Source: an optimization exercise on an open RTL-to-GDS flow (aim: small area, a short achievable clock period and few clock cycles per item). Production flows keep margins and buffers that such runs may drop.
Only simulation tests tie the RTL to the original design; equivalence was not proved.
Power and IR drop assume default switching activity.

$ cat flow/flow/area.abc
strash
ifraig
scorr
dc2
strash
&get -n
&dch -f
&nf
&put
topo
stime -c
$ cat flow/standard.sh
#!/bin/bash
# synth_recipe.tcl (not shown) runs the flow's synth.tcl, then flattens the netlist and writes it again
# the make line also repeats each setting of config.mk as NAME=value (left out here)
make -C /OpenROAD-flow-scripts/flow DESIGN_CONFIG=/design/flow/config.mk WORK_HOME=/design/flow/orfs CLKGATE_MAP_FILE= SYNTH_SCRIPT=/design/flow/synth_recipe.tcl "${@:-finish}"
$ cat flow/design.v
package ooo_pkg;
    localparam int DATA_W    = 8;
    localparam int REG_COUNT = 8;
endpackage
`timescale 1ns/1ps
module ooo_core (
    input  logic       clk,
    input  logic       rst,
    input  logic       in_valid,
    input  logic [2:0] in_op,
    input  logic [2:0] in_dst,
    input  logic [2:0] in_src_a,
    input  logic [2:0] in_src_b,
    input  logic [7:0] in_imm,
    output logic       retire_valid,
    output logic [2:0] retire_dst,
    output logic [7:0] retire_value
);
    logic       x_valid;
    logic [2:0] x_dst;
    logic [1:0] x_op;
    logic [7:0] x_a;
    logic [7:0] x_b;
    logic       x_fwd_a;
    logic       x_fwd_b;
    logic [7:0] regfile [8];
    logic       ldi;
    logic [7:0] a;
    logic [7:0] b;
    logic [7:0] sum;
    logic [7:0] result;
    logic [7:0] wdata;
    logic [7:0] wen;
    logic       rst_q;
    logic [7:0] sel_a;
    logic [7:0] sel_b;
    logic [7:0] rd_a;
    logic [7:0] rd_b;
    assign ldi = in_op[2];
    always_comb begin
        rd_a = '0;
        rd_b = '0;
        for (int r = 0; r < 8; r++) begin
            sel_a[r] = !rst_q && in_src_a == 3'(r);
            sel_b[r] = !rst_q && !ldi && in_src_b == 3'(r);
            rd_a = rd_a | (regfile[r] & {8{sel_a[r]}});
            rd_b = rd_b | (regfile[r] & {8{sel_b[r]}});
        end
    end
    always_ff @(posedge clk) begin
        rst_q <= rst;
        x_valid <= in_valid && !rst;
        x_dst <= in_dst;
        x_op <= ldi ? 2'd0 : in_op[1:0];
        x_a <= ldi ? in_imm : rd_a;
        x_b <= rd_b;
        x_fwd_a <= !ldi && x_valid && in_src_a == x_dst;
        x_fwd_b <= !ldi && x_valid && in_src_b == x_dst;
    end
    assign a = x_fwd_a ? retire_value : x_a;
    assign b = x_fwd_b ? retire_value : x_b;
    logic [7:0] bx;
    logic [7:0] pg_p [4];
    logic [7:0] pg_g [4];
    logic       sub;
    logic [7:0] gen;
    assign sub = x_op[0] && !x_op[1];
    assign bx = b ^ {8{sub}};
    assign gen = a & bx;
    always_comb begin
        pg_p[0] = a ^ bx;
        pg_g[0] = gen;
        pg_g[0][0] = gen[0] | (pg_p[0][0] & sub);
        for (int l = 0; l < 3; l++) begin
            for (int i = 0; i < 8; i++) begin
                if (i >= (1 << l)) begin
                    pg_g[l+1][i] = pg_g[l][i] | (pg_p[l][i] & pg_g[l][i-(1<<l)]);
                    pg_p[l+1][i] = pg_p[l][i] & pg_p[l][i-(1<<l)];
                end else begin
                    pg_g[l+1][i] = pg_g[l][i];
                    pg_p[l+1][i] = pg_p[l][i];
                end
            end
        end
        sum[0] = pg_p[0][0] ^ sub;
        for (int i = 1; i < 8; i++) begin
            sum[i] = pg_p[0][i] ^ pg_g[3][i-1];
        end
    end
    always_comb begin
        case (x_op)
            2'd2:    result = gen;
            2'd3:    result = pg_p[0];
            default: result = sum;
        endcase
    end
    assign wdata = rst_q ? 8'd0 : result;
    for (genvar r = 0; r < 8; r++) begin : g_wen
        assign wen[r] = rst_q || (x_valid && x_dst == 3'(r));
    end
    always_ff @(posedge clk) begin
        for (int r = 0; r < 8; r++) begin
            if (wen[r]) begin
                regfile[r] <= wdata;
            end
        end
    end
    always_ff @(posedge clk) begin
        retire_valid <= x_valid && !rst;
        retire_dst <= x_dst;
        retire_value <= result;
    end
endmodule
$ cat flow/config.mk
export PLATFORM = sky130hd
export DESIGN_NAME = ooo_core
export DESIGN_NICKNAME = ooo_core
export VERILOG_FILES = /design/flow/design.v
export SDC_FILE = /design/flow/constraint.sdc
export NUM_CORES = 4
export LEC_CHECK = 0
export ABC_AREA = 1
export CAP_MARGIN = 20
export CORE_MARGIN = 2
export CORE_UTILIZATION = 40
export PLACE_DENSITY = 0.6
export SETUP_SLACK_MARGIN = 5
export SLEW_MARGIN = 20
export TNS_END_PERCENT = 10
$ cat flow/constraint.sdc
create_clock -name core_clock -period 8.0 [get_ports {clk}]
set_input_delay 1.6000 -clock core_clock [delete_from_list [all_inputs] [get_ports {clk}]]
set_output_delay 1.6000 -clock core_clock [all_outputs]
set_load 0.01 [all_outputs]
$ cat flow/flow/run.sh
#!/bin/bash
# The standard layout, with three changes:
#  - synthesis maps logic with an area-oriented ABC script (flow/area.abc) and
#    without ORFS's half/full-adder cell mapping; registers are mapped exactly
#    as in the standard synthesis, which runs the same script otherwise;
#  - timing repair aims below the limit the standard settings allow;
#  - ports are buffered with buf_2 cells instead of the cell buffer_ports picks.
# Each step's full log is in orfs/logs; make's own output is in standard_flow.log.
set -euo pipefail
here=$(pwd)
export MY_ABC_SCRIPT=$here/flow/area.abc
bash standard.sh SYNTH_SCRIPT=$here/flow/synth.tcl ADDER_MAP_FILE= SETUP_SLACK_MARGIN=${MARGIN:-6.0} "BUFFER_PORTS_ARGS=-buffer_cell sky130_fd_sc_hd__buf_2" finish > standard_flow.log 2>&1
$ cat flow/flow/synth.tcl
proc synth {args} { yosys synth -nofsm -noshare {*}$args }
# Map logic with the area-oriented ABC script given in MY_ABC_SCRIPT instead of ORFS's
proc abc {args} {
  set i [lsearch -exact $args -script]
  if {$i >= 0} { set args [lreplace $args $i [expr {$i + 1}] -script $::env(MY_ABC_SCRIPT)] }
  yosys abc {*}$args
}
source $::env(SCRIPTS_DIR)/synth.tcl
# left out here: clear keep_hierarchy, flatten, clean up, hide names made inside functions, write 1_2_yosys.v
==> impl_metrics.csv, run 1 <==
group,metric,value,unit
outcome,status,"complete, no violations",
sta,finalHoldViolations,0,
clock_network,clockBufferDepth,2,
clock_network,hold_buffers,0,
setup_path,required,8.31,ns
clock_network,worst_skew_pair.late_latency,0.37,ns
sta,setup_tns,0,ns
logic_synthesis,synthArstFlopShare,0,%
floorplanning,start_util,40.9,%
logic_synthesis,syn-num-nets,345,
global_routing,grt_first_pass_wirelength,17.3,mm
logic_synthesis,ys_seq_elements,101,
logic_synthesis,yosysUniqueCellTypes,32,
place,place_congestion,0.801,
global_routing,antenna_found_initial,0,
routing,firstDrtPassIters,7,
logic_synthesis,synthCells,322,
sta,final-setup-viol-count,0,
logic_synthesis,synth_warnings,4,
clock_network,cts_tree,"built",
logic_synthesis,seq_area_frac_synth,63.3,%
place,dp_hpwl,7.67,mm
logic_synthesis,synth_edf_count,64,
routing,drt-total-wl,11.4,mm
routing,dr.first_iter.drc_count,634,
global_routing,overflow,0,
sta,min_period,2.79,ns
power,p_total,1.16,mW
routing,ant_nets,0,
power,p_comb_share,16.5,%
sta,fin_skew,0.0110,ns
setup_path,cp_slowest_stage_delay,0.58,ns
setup_path,critPathArrivalTime,3.09,ns
power,p_clk_share,23.6,%
run,cap_violations,0,
logic_synthesis,synthTopCellsByArea,"edfxtp_1, dfxtp_1, a222oi_1, mux2i_1, nor2_1",
clock_network,cts_buffers,9,
sta,period_share,34.8,%
power,intPower,0.831,mW
sta,maxSlewViolCount,0,
logic_synthesis,ys.flop_type,"edfxtp_1",
sta,grt_setup_unrepaired,"true",
power,switching_power,0.325,mW
logic_synthesis,syn_area_per_cell,13.1,um2
setup_path,cp-start-kind,"input pin",
final_layout,num_antenna_cells,0,
global_routing,grt_pass1_vias,3133,
sta,tightest_slew,0.715,ns
power,leakagePower,1.81,nW
sta,relSlewSlack,52.1,%
setup_path,cp_slowest_cell,"nor2_1",
setup_path,cp_max_fo,21,
floorplanning,die_w,107,um
logic_synthesis,synth_most_common_cell,"edfxtp_1",
logic_synthesis,yosysTopAreaCellShare,45.7,%
clock_network,htreeDepth,3,
power,sw_frac_of_total,28.1,%
power,pwr-share-seq,60.0,%
routing,via_count,3224,
routing,drc,0,
floorplanning,core-area,0.0103,mm2
logic_synthesis,yosys.area.top_type,"edfxtp_1",
setup_path,critPathKind,"in -> reg",
final_layout,drive_gt1_share,28.2,%
sta,fmax,359,MHz
routing,avgViaCountPerCell,6.16,
power,vdd_drop_max,0.0813,mV
clock_network,cts_sinks,101,
setup_path,path_common_cell,"nor2_1",
final_layout,final_util,49.8,%
logic_synthesis,synth_area,0.00420,mm2
floorplanning,dieArea,0.0113,mm2
logic_synthesis,synth_common_cells,"edfxtp_1, dfxtp_1, a222oi_1",
global_routing,grt_use_total,20.7,%
floorplanning,ios,35,
hold_path,hp-class,"reg -> reg",
floorplanning,rows,37,
routing,wire_per_inst,21.8,um
floorplanning,fp.dieH,107,um
clock_network,path_clk_slew,0.08,ns
place,io_buffer_count,34,
setup_path,cp_cell_sequence,"buf_2, nor2_1, nand2_1, nor2_1, a222oi_1, nand3_1",
final_layout,nets,406,
setup_path,end_kind,"register",
power,power_density,226,mW/mm2
clock_network,root_buffer,"clkbuf_8",
final_layout,synthToLayoutAreaGrowth,21.7,%
global_routing,grt_max_degree,24,
[worst max-delay path: cells and delay by family]
| family | cells | cell delay, ns |
|---|---|---|
| AOI/OAI and AO/OA | 1 | 0.22 |
| buffers and inverters | 1 | 0.25 |
| and+or+nand+nor | 4 | 1.01 |
[cells by family (layout without fill, tap and decap cells)]
| logic type | count (synthesis) | in the layout | share of synthesized area (%) |
|---|---|---|---|
| AOI/OAI and AO/OA | 86 | 86 | 17.1 |
| xor gates and xnor gates | 19 | 19 | 3.96 |
| adders and majority gates | 1 | 1 | 0.238 |
| buffers and inverters | 13 | 78 | 1.16 |
| DFF | 101 | 101 | 63.3 |
| muxes | 17 | 17 | 4.05 |
| and+or+nand+nor | 85 | 85 | 10.2 |
[power groups by stage]
stage / sequential, mW / clock (mW) / combinational [mW]
floorplan: 0.689 / 0 / 0.101
global placement: 0.699 / 0 / 0.163
detailed placement: 0.700 / 0 / 0.165
CTS: 0.688 / 0.280 / 0.178
global route: 0.699 / 0.298 / 0.205
finish: 0.693 / 0.273 / 0.190
[placed cells by master, fill, tap and decap left out, types with 9 or more instances in the layout]
cell type,count
edfxtp_1,64
buf_2,34
a222oi_1,32
dfxtp_1,32
nor2_1,18
a21oi_1,14
buf_4,14
clkinv_1,13
mux2i_1,9
xnor2_1,9
a22oi_1,9
clkbuf_8,9
[layer usage]
metal,up-vias,track usage [%],part of all wire [%]
met5,-,0,0
met4,0,12.7,3.7
met3,38,4.78,9.7
met2,222,32.1,46
met1,1523,26.2,41
li1,1441,-,-
[final cells by class]
class / instances / area, um2
Inverter: 13 / 50.0
Tap cell: 136 / 170
Clock inverter: 4 / 25.0
Sequential cell: 101 / 2680
Timing Repair Buffer: 50 / 315
Fill cell: 874 / 5160
Multi-Input combinational cell: 208 / 1750
Clock buffer: 11 / 131
[per-stage QoR]
| step | cells | worst slack [ns] | hold slack (ns) | area (um2) |
|---|---|---|---|---|
| 2_1_floorplan | 322 | 5.42 | 0.403 | 4320 |
| 3_3_place_gp | 494 | 4.66 | 0.423 | 4670 |
| 3_5_place_dp | 494 | 4.64 | 0.445 | 4670 |
| 4_1_cts | 518 | 5.29 | 0.452 | 4980 |
| 5_1_grt | 523 | 5.19 | 0.469 | 5120 |
| 6_report | 523 | 5.21 | 0.454 | 5120 |
[flip-flops by register name (all words and copies together), names as in the netlist, 2 cells and up]
name	cells
x_a	8
x_b	8
x_op	2
retire_dst	3
regfile	64
retire_value	8
x_dst	3
[timing repair]
item	CTS	global route
resized for setup	20	17
hold endpoints to repair	0	0
pin swaps	3	4
setup buffers	9	5
setup endpoints to repair	88	90
[final timing paths]
kind	from	end	slack, ns	depth (start not counted)
worst max-delay path	in_op[2]	x_b[6]	5.21	6
worst min-delay path	x_dst[0]	retire_dst[0]	0.45	0
worst max register to register	x_fwd_a	regfile[5][7]	5.26	10
worst min register to register	x_dst[0]	retire_dst[0]	0.45	0
Testbench counts, summed over its fixed seeds: cycles 4,816, items 4,800.
==> inputs of run 2 (changes only) <==
--- a/flow/config.mk
+++ b/flow/config.mk
@@ -12,4 +12,4 @@
 export PLACE_DENSITY = 0.6
 export SETUP_SLACK_MARGIN = 5
 export SLEW_MARGIN = 20
-export TNS_END_PERCENT = 10
+export TNS_END_PERCENT = 30
==> run 2 against run 1 <==
Effect of this change:
- still clean on timing, DRC and antenna
- sequential cell count did not move
- critical path depth grew 4
- combinational power increased by 8%
- non-clock buffer count is 12 higher
- maximum frequency rose by 3.9%
- register-to-register slack better by 0.06 ns
- clock skew rose by 0.013 ns
- clock-buffer cell count decreased by 2
- synthesized cell count stayed put
- critical endpoint is now regfile[6][6]
- largest cell class unchanged
==> impl_metrics.csv, run 2 <==
group,metric,value,unit
global_routing,antenna_found_initial,0,
final_layout,num_antenna_cells,0,
hold_path,hp-class,"reg -> reg",
power,intPower,0.859,mW
place,dp_cells,495,
outcome,status,"complete, no violations",
clock_network,hold_buffers,0,
power,power_density,223,mW/mm2
global_routing,grt_first_pass_wirelength,16.9,mm
power,pwr-share-seq,56.8,%
place,dp_hpwl,7.34,mm
floorplanning,start_util,40.9,%
sta,finalHoldViolations,0,
sta,period_share,33.5,%
setup_path,critPathArrivalTime,2.87,ns
logic_synthesis,yosys.area.top_type,"edfxtp_1",
sta,fmax,373,MHz
power,sw_frac_of_total,29.4,%
logic_synthesis,synthCells,322,
setup_path,cp_cell_sequence,"mux2i_4, mux2i_2, maj3_2, a21oi_4, nor2_2, o311a_1, o21a_1, nor3_1, a221o_1, nor2b_4",
setup_path,cp_slowest_cell,"dfxtp_4",
logic_synthesis,yosysTopAreaCellShare,45.7,%
final_layout,largest_register_ffs,64,
global_routing,grt_use_total,19.5,%
power,vdd_drop_max,0.114,mV
logic_synthesis,yosysUniqueCellTypes,32,
logic_synthesis,synth_most_common_cell,"edfxtp_1",
routing,avgViaCountPerCell,6.11,
power,p_total,1.22,mW
final_layout,layout_commonest_cell,"edfxtp_1",
routing,drc,0,
place,io_buffer_count,34,
logic_synthesis,syn_area_per_cell,13.1,um2
power,leakagePower,1.98,nW
logic_synthesis,synthTopCellsByArea,"edfxtp_1, dfxtp_1, a222oi_1, mux2i_1, nor2_1",
final_layout,nets,418,
sta,tightest_slew,0.558,ns
clock_network,cts_sinks,101,
routing,drt-total-wl,10.9,mm
routing,via_count,3277,
sta,grt_setup_unrepaired,"true",
clock_network,cts_tree,"built",
sta,maxSlewViolCount,0,
setup_path,cp_max_fo,8,
sta,relSlewSlack,62.7,%
logic_synthesis,synth_area,0.00420,mm2
place,place_congestion,0.957,
routing,dr.first_iter.drc_count,591,
floorplanning,fp.dieH,107,um
sta,setup_tns,0,ns
logic_synthesis,seq_area_frac_synth,63.3,%
clock_network,worst_skew_pair.late_latency,0.37,ns
setup_path,cp-start-kind,"register",
floorplanning,dieArea,0.0113,mm2
setup_path,critPathKind,"reg -> reg",
floorplanning,die_w,107,um
setup_path,end_kind,"register",
clock_network,clockBufferDepth,2,
final_layout,layout_common_cells,"edfxtp_1, dfxtp_1, a222oi_1, buf_2, buf_4",
final_layout,regMostFlops,"regfile",
global_routing,grt_max_degree,24,
global_routing,grt_pass1_vias,3108,
logic_synthesis,synth_warnings,4,
clock_network,htreeDepth,3,
setup_path,required,8.19,ns
logic_synthesis,synth_common_cells,"edfxtp_1, dfxtp_1, a222oi_1",
final_layout,finalNonFillerCells,536,
logic_synthesis,ys_seq_elements,101,
final_layout,synthToLayoutAreaGrowth,29.8,%
power,p_clk_share,26.4,%
final_layout,drive_gt1_share,31.8,%
logic_synthesis,ys.flop_type,"edfxtp_1",
global_routing,overflow,0,
clock_network,cts_buffers,9,
routing,firstDrtPassIters,11,
sta,final-setup-viol-count,0,
floorplanning,rows,37,
floorplanning,ios,35,
clock_network,path_clk_slew,0.11,ns
logic_synthesis,synth_edf_count,64,
sta,min_period,2.68,ns
power,p_comb_share,16.9,%
run,cap_violations,0,
logic_synthesis,synthArstFlopShare,0,%
final_layout,final_util,53.1,%
floorplanning,core-area,0.0103,mm2
clock_network,root_buffer,"clkbuf_8",
routing,wire_per_inst,20.3,um
sta,fin_skew,0.0244,ns
logic_synthesis,syn-num-nets,345,
routing,ant_nets,0,
power,switching_power,0.358,mW
setup_path,cp_slowest_stage_delay,0.42,ns
run 2: cell counts after synthesis:
Identical to the previous run, type by type.
run 2: layout make-up:
| type | instances | area [um2] |
|---|---|---|
| clock buffers | 9 | 124 |
| clock inverters | 7 | 81.3 |
| fillers | 856 | 4820 |
| inverters | 13 | 48.8 |
| multi-input cells | 208 | 1800 |
| flip-flops and latches | 101 | 2680 |
| well taps | 136 | 170 |
| repair buffers | 62 | 556 |
run 2: path summary, 6_finish.rpt:
path | from | endpoint | slack (ns) | cells after the start
setup / recovery | x_fwd_b | regfile[6][6] | 5.32 | 10
hold / removal | x_dst[0] | retire_dst[0] | 0.45 | 0
setup reg to reg | x_fwd_b | regfile[6][6] | 5.32 | 10
hold reg to reg | x_dst[0] | retire_dst[0] | 0.45 | 0
run 2: metal layers:
| layer | routed length [um] | global-route usage [%] |
|---|---|---|
| met1 | 4520 | 26.5 |
| met2 | 4980 | 30.3 |
| met3 | 1020 | 4.54 |
| met4 | 366 | 7.70 |
| met5 | 0 | 0 |
run 2: logic make-up after synthesis:
logic type	count (synthesis)	share of synthesized area, %
AND/OR/NAND/NOR	85	10.2
adder cells (fa/ha/maj)	1	0.238
flip-flops	101	63.3
AO/OA/AOI/OAI	86	17.1
XOR/XNOR	19	3.96
buffers and inverters	13	1.16
multiplexers	17	4.05
run 2: power by group through the flow:
stage          logic [mW]  registers (mW)  clock network, mW
2_1_floorplan       0.104           0.690                  0
3_5_place_dp        0.168           0.698                  0
6_report            0.205           0.691              0.321
4_1_cts             0.188           0.687              0.328
3_3_place_gp        0.166           0.699                  0
5_1_grt             0.225           0.697              0.350
run 2: through the flow:
step	area [um2]	hold slack [ns]	setup WS, ns
finish	5460	0.446	5.32
detailed placement	4740	0.431	4.76
floorplan	4380	0.403	5.42
CTS	5200	0.447	5.33
global route	5460	0.462	5.16
global placement	4740	0.424	4.81
run 2: what timing repair did:
action,CTS,global route
endpoints found under the setup margin,80,89
pin swaps,17,11
setup buffers,11,13
cloned,1,0
gates resized for setup,32,24
run 2: worst max-delay path: cells and delay by family (launching register included):
kind	cells	cell delay [ns]
adder cells (fa/ha/maj)	1	0.34
AND/OR/NAND/NOR	3	0.49
flip-flops	1	0.42
multiplexers	2	0.37
AO/OA/AOI/OAI	4	0.88
==> inputs of run 3 (changes only) <==
--- a/flow/config.mk
+++ b/flow/config.mk
@@ -12,4 +12,4 @@
 export PLACE_DENSITY = 0.6
 export SETUP_SLACK_MARGIN = 5
 export SLEW_MARGIN = 20
-export TNS_END_PERCENT = 30
+export TNS_END_PERCENT = 60
==> run 3 against run 2 <==
Effect of this change:
- clock power is 8.4% lower
- die area stayed put
- sequential power is 1% higher
- worst hold slack worse by 0.0026 ns
- critical path depth stayed put
- non-clock buffer count is 6 higher
- core utilization is 1.6 points higher
- clock skew is 0.014 ns lower
- maximum frequency is 1.0% higher
- clock-buffer cell count is 1 higher
- first-iteration DRC count is 12% lower
==> impl_metrics.csv, run 3 <==
group,metric,value,unit
setup_path,cp-start-kind,"register",
sta,finalHoldViolations,0,
setup_path,critPathArrivalTime,2.85,ns
routing,drc,0,
setup_path,critPathBufInv,0,
sta,maxSlewViolCount,0,
clock_network,cts_sinks,101,
global_routing,overflow,0,
setup_path,path_common_cell,"o21a_1",
routing,ant_nets,0,
outcome,status,"complete, no violations",
floorplanning,rows,37,
setup_path,critPathKind,"reg -> reg",
routing,dr.first_iter.drc_count,519,
final_layout,layout_common_cells,"edfxtp_1, a222oi_1, buf_4, dfxtp_1, buf_2",
clock_network,path_clk_slew,0.09,ns
logic_synthesis,syn_area_per_cell,13.1,um2
final_layout,nets,424,
logic_synthesis,ys_seq_elements,101,
final_layout,drive_gt1_share,36.2,%
logic_synthesis,synthTopCellsByArea,"edfxtp_1, dfxtp_1, a222oi_1, mux2i_1, nor2_1",
place,io_buffer_count,34,
final_layout,synthToLayoutAreaGrowth,33.7,%
final_layout,regMostFlops,"regfile",
clock_network,cts_tree,"built",
sta,period_share,33.2,%
clock_network,worst_skew_pair.late_latency,0.36,ns
power,power_density,219,mW/mm2
routing,avgViaCountPerCell,5.91,
global_routing,grt_max_degree,24,
routing,via_count,3202,
logic_synthesis,synth_area,0.00420,mm2
logic_synthesis,seq_area_frac_synth,63.3,%
floorplanning,start_util,40.9,%
setup_path,required,8.19,ns
floorplanning,dieArea,0.0113,mm2
sta,tightest_slew,0.549,ns
power,leakagePower,2.04,nW
clock_network,cts_buffers,9,
place,place_congestion,0.995,
final_layout,layout_commonest_cell,"edfxtp_1",
floorplanning,core-area,0.0103,mm2
sta,min_period,2.65,ns
clock_network,clockBufferDepth,2,
global_routing,grt_first_pass_wirelength,17.5,mm
sta,fin_skew,0.0107,ns
place,dp_hpwl,7.42,mm
logic_synthesis,yosysTopAreaCellShare,45.7,%
setup_path,cp_max_fo,8,
logic_synthesis,synthCells,322,
global_routing,grt_pass1_vias,3252,
floorplanning,die_w,107,um
logic_synthesis,synth_warnings,4,
sta,grt_setup_unrepaired,"true",
sta,final-setup-viol-count,0,
logic_synthesis,synth_edf_count,64,
sta,fmax,377,MHz
global_routing,grt_use_total,20.3,%
setup_path,cp_slowest_stage_delay,0.41,ns
sta,setup_tns,0,ns
logic_synthesis,yosys.area.top_type,"edfxtp_1",
final_layout,num_antenna_cells,0,
setup_path,end_kind,"register",
logic_synthesis,synthArstFlopShare,0,%
setup_path,cp_slowest_cell,"dfxtp_4",
setup_path,r2r_slack,5.35,ns
routing,drt-total-wl,11.0,mm
floorplanning,fp.dieH,107,um
setup_path,cp_cell_sequence,"mux2i_4, mux2i_2, maj3_2, a21oi_4, nor2_2, o311a_4, o21a_1, o21a_1, o21ai_2, nor2b_4",
global_routing,antenna_found_initial,0,
logic_synthesis,synth_common_cells,"edfxtp_1, dfxtp_1, a222oi_1",
run,cap_violations,0,
power,vdd_drop_max,0.0913,mV
setup_path,cp_top_family,"compound AO/OA/AOI/OAI gates",
logic_synthesis,ys.flop_type,"edfxtp_1",
sta,relSlewSlack,63.3,%
routing,wire_per_inst,20.3,um
floorplanning,ios,35,
logic_synthesis,syn-num-nets,345,
hold_path,hp-class,"reg -> reg",
power,p_total,1.23,mW
clock_network,htreeDepth,3,
final_layout,largest_register_ffs,64,
logic_synthesis,yosysUniqueCellTypes,32,
clock_network,root_buffer,"clkbuf_8",
routing,firstDrtPassIters,8,
logic_synthesis,synth_most_common_cell,"edfxtp_1",
-- run 3: metrics by stage --
step / cell area [um2] / instances / hold WS, ns / setup slack (ns) / utilization, %
after global placement: 4760 / 495 / 0.419 / 4.99 / 46.3
after floorplan: 4400 / 322 / 0.403 / 5.44 / -
after global routing: 5620 / 542 / 0.455 / 5.21 / 54.7
final: 5620 / 542 / 0.444 / 5.35 / 54.7
after CTS: 5460 / 535 / 0.449 / 5.33 / 53.1
after detailed placement: 4760 / 495 / 0.432 / 4.96 / 46.3
-- run 3: final cells by class --
class                   instances  area [um2]
clock buffers                  10         128
clock inverters                 6        51.3
fillers                       817        4660
inverters                      13        48.8
multi-input cells             208        1860
flip-flops and latches        101        2690
well taps                     136         170
repair buffers                 68         671
-- run 3: layer usage --
| layer | track usage (%) | part of all wire, % | vias to the layer above |
|---|---|---|---|
| met2 | 32.2 | 47 | 201 |
| met5 | 0 | 0 | - |
| met4 | 10.5 | 3.1 | 0 |
| li1 | - | - | 1474 |
| met1 | 26.8 | 42 | 1488 |
| met3 | 3.37 | 7.5 | 39 |
-- run 3: path summary, 6_finish.rpt --
check           start       endpoint  cells past startpoint
max           x_fwd_a  regfile[6][7]                     10
min          x_dst[0]  retire_dst[0]                      0
max reg2reg   x_fwd_a  regfile[6][7]                     10
min reg2reg  x_dst[0]  retire_dst[0]                      0
-- run 3: power breakdown --
group | internal, mW | switching [mW]
registers | 0.644 | 0.0546
clock network | 0.119 | 0.175
logic | 0.120 | 0.119
total | 0.883 | 0.349
-- run 3: kinds of logic after synthesis --
kind of cell | share of synthesized area, %
flip-flops | 63.3
AO/OA/AOI/OAI | 17.1
AND/OR/NAND/NOR | 10.2
XOR/XNOR | 3.96
multiplexers | 4.05
buffers and inverters | 1.16
adder cells (fa/ha/maj) | 0.238
-- run 3: what timing repair did --
action,in CTS,in global routing
endpoints found under the setup margin,80,97
pin swaps,31,5
setup buffers,23,7
cloned,1,0
gates resized for setup,54,27
hold buffers,0,0
==> inputs of run 4 (changes only) <==
--- a/flow/flow/run.sh
+++ b/flow/flow/run.sh
@@ -9,4 +9,4 @@
 set -euo pipefail
 here=$(pwd)
 export MY_ABC_SCRIPT=$here/flow/area.abc
-bash standard.sh SYNTH_SCRIPT=$here/flow/synth.tcl ADDER_MAP_FILE= SETUP_SLACK_MARGIN=${MARGIN:-6.0} "BUFFER_PORTS_ARGS=-buffer_cell sky130_fd_sc_hd__buf_2" finish > standard_flow.log 2>&1
+bash standard.sh SYNTH_SCRIPT=$here/flow/synth.tcl ADDER_MAP_FILE= SETUP_SLACK_MARGIN=${MARGIN:-5.0} "BUFFER_PORTS_ARGS=-buffer_cell sky130_fd_sc_hd__buf_2" finish > standard_flow.log 2>&1
--- a/flow/config.mk
+++ b/flow/config.mk
@@ -12,4 +12,4 @@
 export PLACE_DENSITY = 0.6
 export SETUP_SLACK_MARGIN = 5
 export SLEW_MARGIN = 20
-export TNS_END_PERCENT = 60
+export TNS_END_PERCENT = 10
==> run 4 against run 3 <==
Effect of this change:
- synthesized cell count unchanged
- maximum frequency shrank 14%
- die area is the same
- sequential share of layout area is 6.7 points higher
- global-route usage is 0.51 points higher
- critical endpoint is now x_b[4]
==> impl_metrics.csv, run 4 <==
group,metric,value,unit
outcome,status,"complete, no violations",
clock_network,clockBufferDepth,2,
floorplanning,die_w,107,um
final_layout,drive_gt1_share,20.1,%
clock_network,path_clk_slew,0.09,ns
final_layout,finalNonFillerCells,524,
hold_path,hp-class,"reg -> reg",
place,io_buffer_count,34,
logic_synthesis,synth_most_common_cell,"edfxtp_1",
clock_network,worst_skew_pair.late_latency,0.36,ns
final_layout,final.fill_count,928,
logic_synthesis,synthAdderAreaFrac,0.238,%
logic_synthesis,syn-num-nets,345,
floorplanning,fp.dieH,107,um
setup_path,cp_max_fo,21,
clock_network,cts_buffers,9,
global_routing,overflow,0,
logic_synthesis,synth_edf_count,64,
run,cap_violations,0,
logic_synthesis,yosysTopAreaCellShare,45.7,%
final_layout,regMostFlops,"regfile",
clock_network,htreeDepth,3,
logic_synthesis,synth_area,0.00420,mm2
setup_path,critPathKind,"in -> reg",
logic_synthesis,synthArstFlopShare,0,%
setup_path,cp_slowest_stage_delay,0.69,ns
floorplanning,dieArea,0.0113,mm2
sta,holdWs,0.417,ns
logic_synthesis,yosysUniqueCellTypes,32,
place,place_congestion,0.785,
clock_network,cts_sinks,101,
floorplanning,ios,35,
global_routing,grt_pass1_vias,3071,
logic_synthesis,ys_seq_elements,101,
final_layout,nets,406,
floorplanning,start_util,40.9,%
routing,avgViaCountPerCell,6.12,
sta,final-setup-viol-count,0,
setup_path,required,8.31,ns
logic_synthesis,ys.flop_type,"edfxtp_1",
place,dp_hpwl,7.61,mm
floorplanning,core-area,0.0103,mm2
final_layout,layout_commonest_cell,"edfxtp_1",
logic_synthesis,synth-compound-area-share,17.1,%
sta,setup_tns,0,ns
setup_path,reg2reg_depth,10,
global_routing,antenna_found_initial,0,
global_routing,grt_max_degree,24,
global_routing,grt_use_total,20.8,%
logic_synthesis,syn_area_per_cell,13.1,um2
final_layout,synthToLayoutAreaGrowth,16.6,%
routing,dr.first_iter.drc_count,574,
setup_path,cp_slowest_cell,"nor2_1",
clock_network,hold_buffers,0,
global_routing,grt_first_pass_wirelength,17.2,mm
routing,wire_per_inst,22.2,um
routing,ant_nets,0,
sta,fmax,324,MHz
sta,period_share,38.6,%
power,leakagePower,1.76,nW
logic_synthesis,synth_common_cells,"edfxtp_1, dfxtp_1, a222oi_1",
sta,min_period,3.09,ns
clock_network,root_buffer,"clkbuf_8",
routing,via_count,3205,
floorplanning,rows,37,
sta,tightest_slew,1.08,ns
hold_path,min_path_cells,0,
final_layout,num_antenna_cells,0,
routing,firstDrtPassIters,9,
logic_synthesis,synth_warnings,4,
place,dp_cells,498,
logic_synthesis,yosys.area.top_type,"edfxtp_1",
power,power_density,232,mW/mm2
sta,maxSlewViolCount,0,
routing,drc,0,
setup_path,end_kind,"register",
logic_synthesis,synthCells,322,
logic_synthesis,synth_simple_gate_area_share,10.2,%
sta,fin_skew,0.0168,ns
logic_synthesis,seq_area_frac_synth,63.3,%
sta,finalHoldViolations,0,
power,vdd_drop_max,0.0990,mV
logic_synthesis,synth_top_family_by_area,"compound AO/OA/AOI/OAI gates",
routing,drt-total-wl,11.7,mm
final_layout,largest_register_ffs,64,
sta,grt_setup_unrepaired,"true",
logic_synthesis,synthMuxAreaShare,4.05,%
setup_path,cp_cell_sequence,"buf_2, or3_1, nor2_1, a222oi_1, nand3_1",
clock_network,cts_tree,"built",
logic_synthesis,synth_xor_area_share,3.96,%
setup_path,cp-start-kind,"input pin",
logic_synthesis,synthTopCellsByArea,"edfxtp_1, dfxtp_1, a222oi_1, mux2i_1, nor2_1",
setup_path,critPathArrivalTime,3.39,ns
sta,relSlewSlack,27.4,%
final_layout,layout_common_cells,"edfxtp_1, buf_2, dfxtp_1, a222oi_1, nor2_1",
## run 4: cell counts after synthesis
No cell type changed its count.
## run 4: path summary, 6_finish.rpt
check                   to      from  slack (ns)
max                 x_b[4]  in_op[2]        4.91
min          retire_dst[0]  x_dst[0]        0.42
max reg2reg  regfile[5][6]   x_op[1]        5.11
min reg2reg  retire_dst[0]  x_dst[0]        0.42
## run 4: cell families after synthesis
family / count (synthesis)
flip-flops: 101
AO/OA/AOI/OAI: 86
AND/OR/NAND/NOR: 85
XOR/XNOR: 19
multiplexers: 17
buffers and inverters: 13
adder cells (fa/ha/maj): 1
## run 4: repair_timing
action / 4_1_cts / 5_1_grt
setup buffers: 0 / 10
resized for setup: 14 / 10
setup endpoints to repair: 54 / 42
## run 4: worst max-delay path: cells and delay by family
family	cells	cell delay, ns
buffers and inverters	1	0.25
AND/OR/NAND/NOR	3	1.31
AO/OA/AOI/OAI	1	0.22
## run 4: metal layers
layer | vias up | routed length (um) | GRT usage (%)
met4 | 0 | 452 | 10.9
met5 | - | 0 | 0
met3 | 36 | 1010 | 4.60
met2 | 200 | 5400 | 32.4
met1 | 1532 | 4790 | 27.2
li1 | 1437 | - | -
## run 4: power breakdown
| part | leakage, nW | total (mW) | internal [mW] | switching [mW] |
|---|---|---|---|---|
| logic | 0.714 | 0.171 | 0.0679 | 0.104 |
| clock network | 0.0757 | 0.275 | 0.114 | 0.161 |
| registers | 0.966 | 0.688 | 0.641 | 0.0477 |
## run 4: layout make-up
type | instances | area [um2] | share of cell area, %
flip-flops and latches | 101 | 2680 | 54.6
clock buffers | 15 | 146 | 2.99
multi-input cells | 208 | 1570 | 32.0
clock inverters | 1 | 5.00 | 0.102
well taps | 136 | 170 | 3.47
repair buffers | 50 | 285 | 5.82
inverters | 13 | 48.8 | 0.996
## run 4: metrics by stage
stage	utilization (%)	cell area, um2	setup slack, ns	total power [mW]
global route	47.7	4900	4.95	1.19
detailed placement	44.7	4590	4.37	0.858
finish	47.7	4900	4.91	1.13
CTS	46.5	4780	4.95	1.13
floorplan	-	4200	5.03	0.783
global placement	44.6	4580	4.32	0.853
==> inputs of run 5 (changes only) <==
--- a/flow/flow/run.sh
+++ b/flow/flow/run.sh
@@ -9,4 +9,4 @@
 set -euo pipefail
 here=$(pwd)
 export MY_ABC_SCRIPT=$here/flow/area.abc
-bash standard.sh SYNTH_SCRIPT=$here/flow/synth.tcl ADDER_MAP_FILE= SETUP_SLACK_MARGIN=${MARGIN:-5.0} "BUFFER_PORTS_ARGS=-buffer_cell sky130_fd_sc_hd__buf_2" finish > standard_flow.log 2>&1
+bash standard.sh SYNTH_SCRIPT=$here/flow/synth.tcl ADDER_MAP_FILE= SETUP_SLACK_MARGIN=${MARGIN:-5.55} "BUFFER_PORTS_ARGS=-buffer_cell sky130_fd_sc_hd__buf_2" finish > standard_flow.log 2>&1
--- a/flow/config.mk
+++ b/flow/config.mk
@@ -12,4 +12,4 @@
 export PLACE_DENSITY = 0.6
 export SETUP_SLACK_MARGIN = 5
 export SLEW_MARGIN = 20
-export TNS_END_PERCENT = 10
+export TNS_END_PERCENT = 100
==> run 5 against run 4 <==
Effect of this change:
- clock power increased by 21%
- first-iteration DRC count increased by 15%
- clock-buffer cell count decreased by 6
- still clean
- clock skew decreased by 0.0065 ns
- critical path depth increased by 5
- synthesized area unchanged
- final cell count increased by 2.9%
- sequential power increased by 0.6%
- via count increased by 0.69%
- cell area increased by 11%
==> impl_metrics.csv, run 5 <==
group,metric,value,unit
global_routing,grt_max_degree,24,
floorplanning,fp.dieH,107,um
sta,maxSlewViolCount,0,
floorplanning,core-area,0.0103,mm2
setup_path,critPathArrivalTime,2.92,ns
global_routing,overflow,0,
routing,drc,0,
place,dp_cells,495,
setup_path,cp_slowest_stage_delay,0.42,ns
logic_synthesis,ys_seq_elements,101,
setup_path,cp-start-kind,"register",
place,place_congestion,0.871,
global_routing,grt_use_met1,27.7,%
outcome,status,"complete, no violations",
sta,relSlewSlack,62.6,%
final_layout,synthToLayoutAreaGrowth,29.8,%
sta,min_period,2.72,ns
power,leakagePower,1.96,nW
floorplanning,dieArea,0.0113,mm2
global_routing,grt_pass1_vias,3280,
place,dp_hpwl,7.57,mm
sta,tightest_slew,0.559,ns
final_layout,regMostFlops,"regfile",
floorplanning,start_util,40.9,%
run,cap_violations,0,
sta,period_share,34.0,%
routing,drt-total-wl,11.9,mm
hold_path,hp-class,"reg -> reg",
setup_path,cp_cell_sequence,"mux2i_4, clkinv_2, maj3_2, a21oi_2, nor2_2, o311a_1, o21a_1, nor3_1, a221o_1, nor2b_4",
routing,via_count,3227,
logic_synthesis,synthTopCellsByArea,"edfxtp_1, dfxtp_1, a222oi_1, mux2i_1, nor2_1",
logic_synthesis,synth_most_common_cell,"edfxtp_1",
place,io_buffer_count,34,
routing,firstDrtPassIters,6,
final_layout,layout_commonest_cell,"edfxtp_1",
sta,fmax,368,MHz
power,vdd_drop_max,0.101,mV
clock_network,hold_buffers,0,
global_routing,grt_first_pass_wirelength,18.0,mm
setup_path,critPathKind,"reg -> reg",
clock_network,clockBufferDepth,2,
final_layout,largest_register_ffs,64,
final_layout,finalNonFillerCells,539,
power,power_density,230,mW/mm2
logic_synthesis,syn_area_per_cell,13.1,um2
logic_synthesis,yosys.area.top_type,"edfxtp_1",
sta,finalHoldViolations,0,
setup_path,cp_top_family,"compound AO/OA/AOI/OAI gates",
routing,dr.first_iter.drc_count,659,
logic_synthesis,yosysUniqueCellTypes,32,
global_routing,grt_busiest_layer,"met2",
routing,avgViaCountPerCell,5.99,
logic_synthesis,synth_warnings,4,
sta,setup_tns,0,ns
clock_network,root_buffer,"clkbuf_8",
logic_synthesis,synth_edf_count,64,
routing,wire_per_inst,22.1,um
global_routing,gr-usage-met3,6.25,%
final_layout,nets,421,
clock_network,cts_sinks,101,
logic_synthesis,synth_area,0.00420,mm2
sta,fin_skew,0.0103,ns
final_layout,layout_common_cells,"edfxtp_1, a222oi_1, buf_4, dfxtp_1, buf_2",
final_layout,drive_gt1_share,32.8,%
clock_network,cts_tree,"built",
logic_synthesis,synthArstFlopShare,0,%
logic_synthesis,syn-num-nets,345,
global_routing,met2_usage,33.4,%
final_layout,final.fill_count,836,
clock_network,path_clk_slew,0.10,ns
clock_network,htreeDepth,3,
sta,grt_setup_unrepaired,"true",
floorplanning,ios,35,
final_layout,num_antenna_cells,0,
clock_network,worst_skew_pair.late_latency,0.38,ns
logic_synthesis,synth_common_cells,"edfxtp_1, dfxtp_1, a222oi_1",
logic_synthesis,seq_area_frac_synth,63.3,%
floorplanning,die_w,107,um
clock_network,cts_buffers,9,
setup_path,end_kind,"register",
setup_path,critPathBufInv,1,
sta,final-setup-viol-count,0,
global_routing,grt_use_total,21.3,%
logic_synthesis,synthCells,322,
floorplanning,rows,37,
setup_path,required,8.20,ns
setup_path,cp_slowest_cell,"dfxtp_4",
logic_synthesis,yosysTopAreaCellShare,45.7,%
routing,ant_nets,0,
global_routing,antenna_found_initial,0,
logic_synthesis,ys.flop_type,"edfxtp_1",
setup_path,cp_max_fo,8,
run 5: kinds of logic (layout without fill, tap and decap cells):
| group | count (synthesis) | after routing | share of synthesized area (%) |
|---|---|---|---|
| fa+ha+maj | 1 | 1 | 0.238 |
| compound gates | 86 | 86 | 17.1 |
| flops | 101 | 101 | 63.3 |
| buf+inv | 13 | 94 | 1.16 |
| xor+xnor | 19 | 19 | 3.96 |
| simple gates | 85 | 85 | 10.2 |
| mux | 17 | 17 | 4.05 |
run 5: where the power goes:
part / total (mW) / leakage, nW / switching (mW) / internal [mW]
logic: 0.232 / 0.893 / 0.121 / 0.111
clock network: 0.332 / 0.102 / 0.183 / 0.149
registers: 0.692 / 0.968 / 0.0483 / 0.644
run 5: repair_timing:
action / 4_1_cts / 5_1_grt
setup endpoints to repair: 71 / 75
gates resized for setup: 46 / 15
cloned: 0 / 1
buffers inserted: 22 / 5
pin swaps: 7 / 21
run 5: final timing paths:
check             startpoint            end  slack, ns  cells after the start
hold / removal      x_dst[0]  retire_dst[0]       0.46                      0
hold reg to reg     x_dst[0]  retire_dst[0]       0.46                      0
setup / recovery     x_fwd_a  regfile[5][6]       5.28                     10
setup reg to reg     x_fwd_a  regfile[5][6]       5.28                     10
run 5: routing by layer:
layer | share of wire (%) | up-vias
li1 | - | 1482
met1 | 41 | 1535
met2 | 48 | 184
met3 | 8.4 | 26
met4 | 2.4 | 0
met5 | 0 | -
run 5: cell type report:
cell class                 instances  area [um2]  area share (%)
sequential                       101        2690            49.3
clock buffer                       9         124            2.27
tap                              136         170            3.12
multi-input combinational        208        1770            32.5
inverter                          13        50.0           0.917
clock inverter                     7        83.8            1.54
timing repair buffer              65         564            10.3
run 5: stage by stage:
step                utilization, %  cell area [um2]  power [mW]  setup WS, ns  hold slack (ns)
floorplan                        -             4370       0.793          5.44            0.403
global placement              46.0             4730       0.863          4.84            0.422
detailed placement            46.0             4730       0.866          4.80            0.441
CTS                           51.9             5330        1.25          5.32            0.454
global route                  53.1             5460        1.30          5.17            0.475
finish                        53.1             5460        1.26          5.28            0.459
==> inputs of run 6 (changes only) <==
--- a/flow/flow/run.sh
+++ b/flow/flow/run.sh
@@ -9,4 +9,4 @@
 set -euo pipefail
 here=$(pwd)
 export MY_ABC_SCRIPT=$here/flow/area.abc
-bash standard.sh SYNTH_SCRIPT=$here/flow/synth.tcl ADDER_MAP_FILE= SETUP_SLACK_MARGIN=${MARGIN:-5.55} "BUFFER_PORTS_ARGS=-buffer_cell sky130_fd_sc_hd__buf_2" finish > standard_flow.log 2>&1
+bash standard.sh SYNTH_SCRIPT=$here/flow/synth.tcl ADDER_MAP_FILE= SETUP_SLACK_MARGIN=${MARGIN:-5.3} "BUFFER_PORTS_ARGS=-buffer_cell sky130_fd_sc_hd__buf_2" finish > standard_flow.log 2>&1
==> run 6 against run 5 <==
Effect of this change:
- largest cell class unchanged
- first-iteration DRC count fell by 24%
- synthesized cell count did not move
- clock skew rose by 0.0030 ns
- synthesized area did not move
- core utilization fell by 2.1 points
- via count rose by 1.7%
- highest routed layer unchanged
==> impl_metrics.csv, run 6 <==
group,metric,value,unit
sta,relSlewSlack,23.0,%
setup_path,r2r-end,"regfile[2][7]",
logic_synthesis,synthTopCellsByArea,"edfxtp_1, dfxtp_1, a222oi_1, mux2i_1, nor2_1",
sta,fmax,363,MHz
logic_synthesis,synth_area,0.00420,mm2
logic_synthesis,syn_area_per_cell,13.1,um2
floorplanning,rows,37,
place,place_area,0.00463,mm2
power,pwr-share-seq,57.8,%
outcome,status,"complete, no violations",
final_layout,regMostFlops,"regfile",
power,leakagePower,1.85,nW
final_layout,num_antenna_cells,0,
sta,min_period,2.76,ns
logic_synthesis,synth_warnings,4,
routing,drc,0,
floorplanning,dieArea,0.0113,mm2
setup_path,rr_startpoint,"x_fwd_b",
floorplanning,die_w,107,um
logic_synthesis,synth_edf_count,64,
routing,firstDrtPassIters,12,
logic_synthesis,synth_common_cells,"edfxtp_1, dfxtp_1, a222oi_1",
global_routing,overflow,0,
global_routing,grt_first_pass_wirelength,17.7,mm
power,switching_power,0.350,mW
global_routing,grt_max_degree,24,
logic_synthesis,syn-num-nets,345,
logic_synthesis,yosys.area.top_type,"edfxtp_1",
place,dp_hpwl,7.51,mm
routing,wire_per_inst,23.0,um
logic_synthesis,ys_seq_elements,101,
sta,fin_skew,0.0133,ns
final_layout,drive_gt1_share,29.0,%
floorplanning,ios,35,
sta,grt_setup_unrepaired,"true",
hold_path,hold_start,"x_dst[0]",
place,io_buffer_count,34,
routing,ant_nets,0,
clock_network,cts_sinks,101,
floorplanning,start_util,40.9,%
setup_path,critPathKind,"reg -> reg",
setup_path,required,8.06,ns
power,sw_frac_of_total,29.4,%
clock_network,root_buffer,"clkbuf_8",
run,cap_violations,0,
sta,maxSlewViolCount,0,
floorplanning,core-area,0.0103,mm2
floorplanning,fp.dieH,107,um
power,p_clk_share,25.2,%
sta,final-setup-viol-count,0,
final_layout,synthToLayoutAreaGrowth,24.6,%
sta,tightest_slew,1.15,ns
logic_synthesis,seq_area_frac_synth,63.3,%
logic_synthesis,synthArstFlopShare,0,%
global_routing,grt_use_total,21.2,%
place,dp_cells,495,
final_layout,finalNonFillerCells,532,
hold_path,min_path_cells,0,
clock_network,cts_buffers,9,
global_routing,grt_pass1_vias,3247,
setup_path,cp_max_fo,8,
setup_path,reg2reg_depth,10,
logic_synthesis,synth_most_common_cell,"edfxtp_1",
setup_path,end_kind,"register",
clock_network,htreeDepth,3,
final_layout,layout_common_cells,"edfxtp_1, buf_2, dfxtp_1, a222oi_1, buf_4",
setup_path,r2r_slack,5.24,ns
logic_synthesis,yosysTopAreaCellShare,45.7,%
sta,finalHoldViolations,0,
clock_network,cts_tree,"built",
place,place_congestion,0.794,
clock_network,path_clk_slew,0.11,ns
power,p_comb_share,17.0,%
routing,avgViaCountPerCell,6.17,
logic_synthesis,ys.flop_type,"edfxtp_1",
logic_synthesis,yosysUniqueCellTypes,32,
sta,period_share,34.4,%
setup_path,critPathArrivalTime,2.82,ns
power,intPower,0.841,mW
routing,dr.first_iter.drc_count,503,
final_layout,largest_register_ffs,64,
final_layout,nets,414,
power,power_density,227,mW/mm2
global_routing,antenna_found_initial,0,
power,vdd_drop_max,0.0793,mV
final_layout,layout_commonest_cell,"edfxtp_1",
routing,drt-total-wl,12.3,mm
sta,setup_tns,0,ns
final_layout,fin_area,0.00524,mm2
routing,via_count,3281,
hold_path,hp-class,"reg -> reg",
clock_network,clockBufferDepth,2,
setup_path,cp-start-kind,"register",
clock_network,worst_skew_pair.late_latency,0.37,ns
logic_synthesis,synthCells,322,
hold_path,min_to,"retire_dst[0]",
clock_network,hold_buffers,0,
-- run 6: cells by family after synthesis --
kind of cell	Yosys count	share of synthesized area (%)
AND/OR/NAND/NOR	85	10.2
multiplexers	17	4.05
AO/OA/AOI/OAI	86	17.1
XOR/XNOR	19	3.96
adder cells (fa/ha/maj)	1	0.238
buffers and inverters	13	1.16
flip-flops	101	63.3
-- run 6: final cells by class --
cell class	count	area (um2)
multi-input cells	208	1760
well taps	136	170
inverters	13	48.8
repair buffers	58	398
fillers	887	5040
clock buffers	9	124
flip-flops and latches	101	2680
clock inverters	7	58.8
-- run 6: critical path: stages, from the launching register on --
cell and delay, ns:
dfxtp_4 0.42, mux2i_4 0.27, mux2i_2 0.11, maj3_2 0.36, a21oi_4 0.18, nor2_2 0.06, o311a_4 0.35, o21a_4 0.23
o31ai_4 0.23, o21ai_2 0.08, nor2b_4 0.16
-- run 6: worst max-delay path by stage --
stage	startpoint	endpoint	slack, ns	depth (start not counted)
CTS	in_src_a[0]	x_a[4]	5.21	6
detailed placement	in_src_a[0]	x_a[2]	4.62	5
finish	x_fwd_b	regfile[2][7]	5.24	10
floorplan	in_src_a[0]	x_a[4]	5.28	5
global placement	in_src_a[2]	x_a[1]	4.38	6
global route	x_fwd_b	regfile[0][7]	5.13	10
-- run 6: power groups by stage --
stage	registers, mW	clock network (mW)	logic [mW]
after CTS	0.686	0.306	0.181
after floorplan	0.688	0	0.0963
final	0.688	0.300	0.202
after detailed placement	0.696	0	0.162
after global placement	0.695	0	0.158
after global routing	0.695	0.325	0.217
-- run 6: per-layer routing --
metal | part of all wire [%] | global-route usage (%) | vias to the layer above
li1 | - | - | 1459
met1 | 41 | 27.2 | 1617
met2 | 49 | 35.4 | 173
met3 | 7.5 | 3.00 | 32
met4 | 2.9 | 10.3 | 0
met5 | 0 | 0 | -
-- run 6: metrics by stage --
stage	hold WS, ns	util (%)	setup slack (ns)	total power, mW
3_3_place_gp	0.420	44.9	4.38	0.853
4_1_cts	0.447	49.1	5.21	1.17
3_5_place_dp	0.433	45.1	4.62	0.858
5_1_grt	0.463	51.0	5.13	1.24
6_report	0.444	51.0	5.24	1.19
2_1_floorplan	0.403	-	5.28	0.785
-- run 6: what timing repair did --
item,in CTS,in global routing
gates resized for setup,32,22
setup endpoints to repair,49,49
pin swaps,7,12
buffers inserted,14,7
==> inputs of run 7 (changes only) <==
--- a/flow/flow/run.sh
+++ b/flow/flow/run.sh
@@ -9,4 +9,4 @@
 set -euo pipefail
 here=$(pwd)
 export MY_ABC_SCRIPT=$here/flow/area.abc
-bash standard.sh SYNTH_SCRIPT=$here/flow/synth.tcl ADDER_MAP_FILE= SETUP_SLACK_MARGIN=${MARGIN:-5.3} "BUFFER_PORTS_ARGS=-buffer_cell sky130_fd_sc_hd__buf_2" finish > standard_flow.log 2>&1
+bash standard.sh SYNTH_SCRIPT=$here/flow/synth.tcl ADDER_MAP_FILE= SETUP_SLACK_MARGIN=${MARGIN:-5.4} "BUFFER_PORTS_ARGS=-buffer_cell sky130_fd_sc_hd__buf_2" finish > standard_flow.log 2>&1
==> run 7 against run 6 <==
Effect of this change:
- core utilization shrank 0.69 points
- global-route usage down 1.9 points
- worst hold slack gained 0.0021 ns
- final cell count down 0.94%
- clock-buffer cell count grew 1
- maximum frequency rose by 1.6%
- non-clock buffer count shrank 5
- critical path type is now in -> reg
- largest power group unchanged
==> impl_metrics.csv, run 7 <==
group,metric,value,unit
final_layout,drive_gt1_share,28.9,%
floorplanning,die_w,107,um
final_layout,num_antenna_cells,0,
final_layout,synthToLayoutAreaGrowth,22.9,%
global_routing,grt_first_pass_wirelength,16.9,mm
logic_synthesis,synth_common_cells,"edfxtp_1, dfxtp_1, a222oi_1",
floorplanning,core-area,0.0103,mm2
routing,drc,0,
logic_synthesis,synthTopCellsByArea,"edfxtp_1, dfxtp_1, a222oi_1, mux2i_1, nor2_1",
floorplanning,ios,35,
place,dp_hpwl,7.50,mm
floorplanning,rows,37,
floorplanning,dieArea,0.0113,mm2
logic_synthesis,syn-num-nets,345,
place,place_area,0.00464,mm2
clock_network,clockBufferDepth,2,
clock_network,path_clk_slew,0.09,ns
logic_synthesis,yosys.area.top_type,"edfxtp_1",
clock_network,cts_tree,"built",
power,p_total,1.21,mW
sta,min_period,2.71,ns
floorplanning,start_util,40.9,%
place,place_congestion,0.968,
global_routing,grt_pass1_vias,3083,
power,vdd_drop_max,0.0854,mV
setup_path,end_kind,"register",
clock_network,hold_buffers,0,
sta,relSlewSlack,51.7,%
final_layout,multiInputGateArea,0.00174,mm2
sta,maxSlewViolCount,0,
power,intPower,0.876,mW
final_layout,seqCellArea,0.00267,mm2
sta,fin_skew,0.0208,ns
global_routing,grt_max_degree,24,
run,cap_violations,0,
outcome,status,"complete, no violations",
setup_path,cp_max_fo,8,
sta,grt_setup_unrepaired,"true",
logic_synthesis,synth_edf_count,64,
power,leakagePower,1.84,nW
power,power_density,235,mW/mm2
routing,wire_per_inst,20.6,um
logic_synthesis,yosysTopAreaCellShare,45.7,%
logic_synthesis,synthCells,322,
sta,tightest_slew,0.724,ns
final_layout,layout_commonest_cell,"edfxtp_1",
setup_path,cp-start-kind,"input pin",
sta,setup_tns,0,ns
setup_path,critPathArrivalTime,2.99,ns
sta,fmax,369,MHz
logic_synthesis,ys_seq_elements,101,
logic_synthesis,seq_area_frac_synth,63.3,%
sta,final-setup-viol-count,0,
power,sw_frac_of_total,27.8,%
sta,period_share,33.9,%
final_layout,nets,409,
power,switching_power,0.338,mW
routing,dr.first_iter.drc_count,485,
logic_synthesis,synth_warnings,4,
logic_synthesis,synth_most_common_cell,"edfxtp_1",
clock_network,htreeDepth,3,
final_layout,final.fill_count,896,
routing,ant_nets,0,
clock_network,cts_sinks,101,
logic_synthesis,syn_area_per_cell,13.1,um2
global_routing,overflow,0,
final_layout,fin_area,0.00517,mm2
routing,via_count,3175,
place,io_buffer_count,34,
clock_network,worst_skew_pair.late_latency,0.36,ns
global_routing,antenna_found_initial,0,
final_layout,regMostFlops,"regfile",
setup_path,r2r_slack,5.32,ns
sta,finalHoldViolations,0,
clock_network,cts_buffers,9,
logic_synthesis,synthArstFlopShare,0,%
routing,drt-total-wl,10.8,mm
setup_path,critPathKind,"in -> reg",
final_layout,layout_common_cells,"edfxtp_1, buf_2, a222oi_1, dfxtp_1, buf_4",
setup_path,required,8.27,ns
logic_synthesis,yosysUniqueCellTypes,32,
floorplanning,fp.dieH,107,um
routing,avgViaCountPerCell,6.02,
final_layout,largest_register_ffs,64,
power,p_clk_share,26.5,%
logic_synthesis,synth_area,0.00420,mm2
power,p_comb_share,16.2,%
clock_network,root_buffer,"clkbuf_8",
global_routing,grt_use_total,19.4,%
power,pwr-share-seq,57.3,%
hold_path,hp-class,"reg -> reg",
logic_synthesis,ys.flop_type,"edfxtp_1",
routing,firstDrtPassIters,9,
-- run 7: cell counts after synthesis --
No cell type changed its count.
-- run 7: critical path, stage by stage --
cell      delay, ns
buf_2          0.16
nand2b_1       0.19
nor3_2         0.50
a221oi_1       0.18
and3_1         0.25
a21oi_1        0.11
-- run 7: worst paths after layout --
kind,end,depth (start not counted),start
worst max-delay path,x_a[4],6,in_src_a[0]
worst min-delay path,retire_dst[0],0,x_dst[0]
worst max register to register,regfile[7][5],9,x_fwd_a
worst min register to register,retire_dst[0],0,x_dst[0]
-- run 7: final cells by class --
class,count,area share (%)
tap,136,3.29
multi-input combinational,208,33.7
inverter,13,0.969
timing repair buffer,53,6.42
clock buffer,10,2.47
sequential,101,51.7
clock inverter,6,1.38
-- run 7: per-stage QoR --
stage	utilization, %	setup slack, ns	hold slack (ns)	cells
floorplan	-	5.38	0.403	322
CTS	49.0	5.30	0.446	521
global placement	45.2	4.85	0.429	494
finish	50.3	5.29	0.446	527
global route	50.3	5.19	0.468	527
detailed placement	45.2	4.73	0.432	494
-- run 7: power groups by stage --
stage,registers (mW),logic [mW],clock network (mW)
after floorplan,0.689,0.0986,0
after global routing,0.701,0.214,0.351
after detailed placement,0.701,0.161,0
final,0.696,0.196,0.322
after global placement,0.701,0.156,0
after CTS,0.690,0.178,0.332
-- run 7: repair_timing --
action	CTS	global route
pin swaps	5	3
gates resized for setup	23	19
setup endpoints to repair	48	57
setup buffers	11	6
-- run 7: logic make-up after synthesis --
family | Yosys count | share of synthesized area (%)
AOI/OAI and AO/OA | 86 | 17.1
xor gates and xnor gates | 19 | 3.96
adders and majority gates | 1 | 0.238
buffers and inverters | 13 | 1.16
DFF | 101 | 63.3
muxes | 17 | 4.05
and+or+nand+nor | 85 | 10.2
-- run 7: routing by layer --
metal | vias up | global-route usage [%] | routed length (um)
met1 | 1510 | 26.4 | 4720
met3 | 28 | 4.78 | 846
met4 | 0 | 7.51 | 206
met2 | 193 | 29.9 | 5060
li1 | 1444 | - | -
met5 | - | 0 | 0
==> inputs of run 8 (changes only) <==
--- a/flow/config.mk
+++ b/flow/config.mk
@@ -8,8 +8,8 @@
 export ABC_AREA = 1
 export CAP_MARGIN = 20
 export CORE_MARGIN = 2
-export CORE_UTILIZATION = 40
-export PLACE_DENSITY = 0.6
+export CORE_UTILIZATION = 55
+export PLACE_DENSITY = 0.75
 export SETUP_SLACK_MARGIN = 5
 export SLEW_MARGIN = 20
 export TNS_END_PERCENT = 100
==> run 8 against run 7 <==
Effect of this change:
- largest power group unchanged
- sequential cell count stayed put
- clock power shrank 12%
- critical path depth increased by 4
- via count increased by 4.4%
- cell area is 0.41% higher
- die area fell by 26%
==> impl_metrics.csv, run 8 <==
group,metric,value,unit
logic_synthesis,syn-num-nets,345,
logic_synthesis,syn_area_per_cell,13.1,um2
run,cap_violations,0,
sta,setup_tns,0,ns
place,dp_hpwl,7.24,mm
hold_path,hp-class,"reg -> reg",
floorplanning,fp.dieH,91.4,um
final_layout,layout_commonest_cell,"edfxtp_1",
clock_network,root_buffer,"clkbuf_8",
logic_synthesis,synth-compound-area-share,17.1,%
setup_path,cp-start-kind,"register",
final_layout,nets,417,
final_layout,num_antenna_cells,0,
setup_path,rr_startpoint,"x_fwd_b",
sta,fmax,371,MHz
logic_synthesis,ys.flop_type,"edfxtp_1",
clock_network,htreeDepth,3,
routing,firstDrtPassIters,8,
sta,final-setup-viol-count,0,
place,place_area,0.00459,mm2
logic_synthesis,synthAdderAreaFrac,0.238,%
floorplanning,die_w,91.4,um
routing,via_count,3316,
hold_path,min_path_cells,0,
setup_path,critPathKind,"reg -> reg",
final_layout,layout_common_cells,"edfxtp_1, buf_2, a222oi_1, dfxtp_1, buf_4",
logic_synthesis,synth_top_family_by_area,"compound AO/OA/AOI/OAI gates",
logic_synthesis,synth_warnings,4,
final_layout,final.fill_count,494,
final_layout,finalNonFillerCells,498,
clock_network,path_clk_slew,0.09,ns
sta,holdWs,0.444,ns
routing,drc,0,
power,p_total,1.16,mW
clock_network,clockBufferDepth,2,
routing,dr.first_iter.drc_count,466,
setup_path,critPathArrivalTime,2.87,ns
global_routing,grt_use_total,27.8,%
setup_path,r2r-end,"regfile[6][7]",
routing,avgViaCountPerCell,6.66,
floorplanning,core-area,0.00733,mm2
global_routing,grt_pass1_vias,3204,
power,vdd_drop_max,0.170,mV
place,dp_cells,456,
hold_path,min_to,"retire_dst[0]",
final_layout,drive_gt1_share,30.1,%
logic_synthesis,yosysTopAreaCellShare,45.7,%
clock_network,cts_sinks,101,
sta,period_share,33.7,%
global_routing,gr-usage-met3,5.06,%
sta,finalHoldViolations,0,
logic_synthesis,synth_xor_area_share,3.96,%
logic_synthesis,synth_most_common_cell,"edfxtp_1",
power,power_density,224,mW/mm2
sta,fin_skew,0.0112,ns
hold_path,hold_start,"x_dst[0]",
logic_synthesis,synth_edf_count,64,
final_layout,largest_register_ffs,64,
global_routing,overflow,0,
global_routing,grt_max_degree,24,
floorplanning,start_util,57.3,%
routing,ant_nets,0,
place,io_buffer_count,34,
power,leakagePower,1.87,nW
clock_network,worst_skew_pair.late_latency,0.36,ns
outcome,status,"complete, no violations",
final_layout,fin_area,0.00519,mm2
logic_synthesis,synthCells,322,
logic_synthesis,synth_area,0.00420,mm2
place,pre_cts_ws,4.64,ns
logic_synthesis,synthMuxAreaShare,4.05,%
routing,wire_per_inst,22.9,um
sta,relSlewSlack,50.3,%
global_routing,grt_busiest_layer,"met2",
setup_path,reg2reg_depth,10,
global_routing,grt_first_pass_wirelength,17.5,mm
logic_synthesis,seq_area_frac_synth,63.3,%
final_layout,multiInputGateArea,0.00175,mm2
sta,tightest_slew,0.739,ns
setup_path,end_kind,"register",
global_routing,met2_usage,44.7,%
setup_path,r2r_slack,5.31,ns
logic_synthesis,synthArstFlopShare,0,%
logic_synthesis,yosysUniqueCellTypes,32,
final_layout,final_util,70.8,%
sta,maxSlewViolCount,0,
logic_synthesis,yosys.area.top_type,"edfxtp_1",
logic_synthesis,ys_seq_elements,101,
logic_synthesis,synth_simple_gate_area_share,10.2,%
logic_synthesis,synth_common_cells,"edfxtp_1, dfxtp_1, a222oi_1",
final_layout,regMostFlops,"regfile",
global_routing,grt_use_met1,36.4,%
final_layout,synthToLayoutAreaGrowth,23.4,%
global_routing,antenna_found_initial,0,
sta,min_period,2.69,ns
clock_network,cts_tree,"built",
floorplanning,rows,31,
clock_network,hold_buffers,0,
clock_network,cts_buffers,9,
setup_path,required,8.17,ns
sta,grt_setup_unrepaired,"true",
setup_path,cp_max_fo,8,
sta,setup_ws,5.31,ns
routing,drt-total-wl,11.4,mm
place,place_congestion,0.855,
logic_synthesis,synthTopCellsByArea,"edfxtp_1, dfxtp_1, a222oi_1, mux2i_1, nor2_1",
floorplanning,dieArea,0.00836,mm2
floorplanning,ios,35,
final_layout,seqCellArea,0.00268,mm2
run 8: cell counts after synthesis:
No cell type changed its count.
run 8: worst max-delay path, cell delays in order, from the launching register on:
cell	delay (ns)
dfxtp_4	0.42
mux2i_4	0.28
mux2i_2	0.10
maj3_2	0.33
a21oi_2	0.18
nor2_1	0.07
o311a_1	0.33
o21a_1	0.22
o21a_1	0.18
o21ai_2	0.12
nor2b_4	0.28
run 8: where the power goes:
part           switching [mW]  internal (mW)  leakage, nW
Combinational           0.110         0.0808        0.824
Clock                   0.168          0.114       0.0837
Sequential             0.0509          0.641        0.967
Total                   0.329          0.836         1.87
run 8: layout make-up:
cell class | count | share of cell area (%)
well taps | 99 | 2.39
multi-input cells | 208 | 33.8
clock buffers | 11 | 2.53
flip-flops and latches | 101 | 51.6
repair buffers | 61 | 8.10
inverters | 13 | 0.940
clock inverters | 5 | 0.675
run 8: how the worst max path moves through the flow:
stage                      startpoint       endpoint  slack (ns)  cells past startpoint
after CTS                     x_fwd_b  regfile[6][7]        5.31                     10
after global placement    in_src_a[0]         x_a[2]        4.68                      6
after floorplan           in_src_a[1]         x_a[0]        5.38                      5
after global routing          x_fwd_b  regfile[6][6]        5.23                     10
final                         x_fwd_b  regfile[6][7]        5.31                     10
after detailed placement     in_op[2]         x_b[1]        4.64                      6
run 8: layer usage:
| metal | part of all wire (%) | vias to the layer above |
|---|---|---|
| li1 | - | 1458 |
| met1 | 38 | 1586 |
| met2 | 49 | 233 |
| met3 | 10 | 39 |
| met4 | 3.1 | 0 |
| met5 | 0 | - |
run 8: repair_timing:
item	CTS	global route
pin swaps	9	7
resized for setup	37	10
endpoints found under the setup margin	56	57
setup buffers	18	8
run 8: logic make-up after synthesis:
family / count (synthesis)
mux: 17
compound gates: 86
fa+ha+maj: 1
simple gates: 85
flops: 101
buf+inv: 13
xor+xnor: 19

-- what the ideal ports hide --
How much do the figures lean on ideal ports? The routed layouts below were timed once more, with nothing changed but the port constraints. Step 1, drivers: a clkbuf_16 drives clk and a buf_2 each remaining input, both assumed. Step 2 times the ports against the registers' clock, not the clock port: input delays grow and output delays shrink by t, the midpoint of the rising clock arrivals with the driver on. a / b / c = no drivers / after step 1 / after step 2; a / b = the first two.
run | shift t [ns] | setup WS [ns] | clock arrival spread, ns | worst register clock-pin slew, ns | worst slew at a driven data input, ns
run 1 | 0.405 | 5.215 / 5.233 / 4.828 | 0.012 / 0.011 | 0.09 / 0.09 | 0.04
run 2 | 0.395 | 5.320 / 5.320 / 5.064 | 0.024 / 0.024 | 0.12 / 0.12 | 0.11
run 3 | 0.393 | 5.347 / 5.347 / 5.152 | 0.011 / 0.011 | 0.10 / 0.10 | 0.11
run 4 | 0.387 | 4.914 / 4.928 / 4.542 | 0.017 / 0.017 | 0.09 / 0.09 | 0.03
run 5 | 0.408 | 5.282 / 5.282 / 5.037 | 0.011 / 0.011 | 0.10 / 0.10 | 0.14
run 6 | 0.393 | 5.244 / 5.244 / 4.972 | 0.013 / 0.013 | 0.11 / 0.11 | 0.04
run 7 | 0.381 | 5.288 / 5.305 / 4.924 | 0.021 / 0.021 | 0.11 / 0.11 | 0.04
run 8 | 0.387 | 5.306 / 5.306 / 4.969 | 0.012 / 0.011 | 0.10 / 0.10 | 0.04
After both steps every run listed still meets setup and hold. For run 1, which loses most, drivers alone change the setup slack by +0.018 ns; drivers and shift together by -0.387 ns.
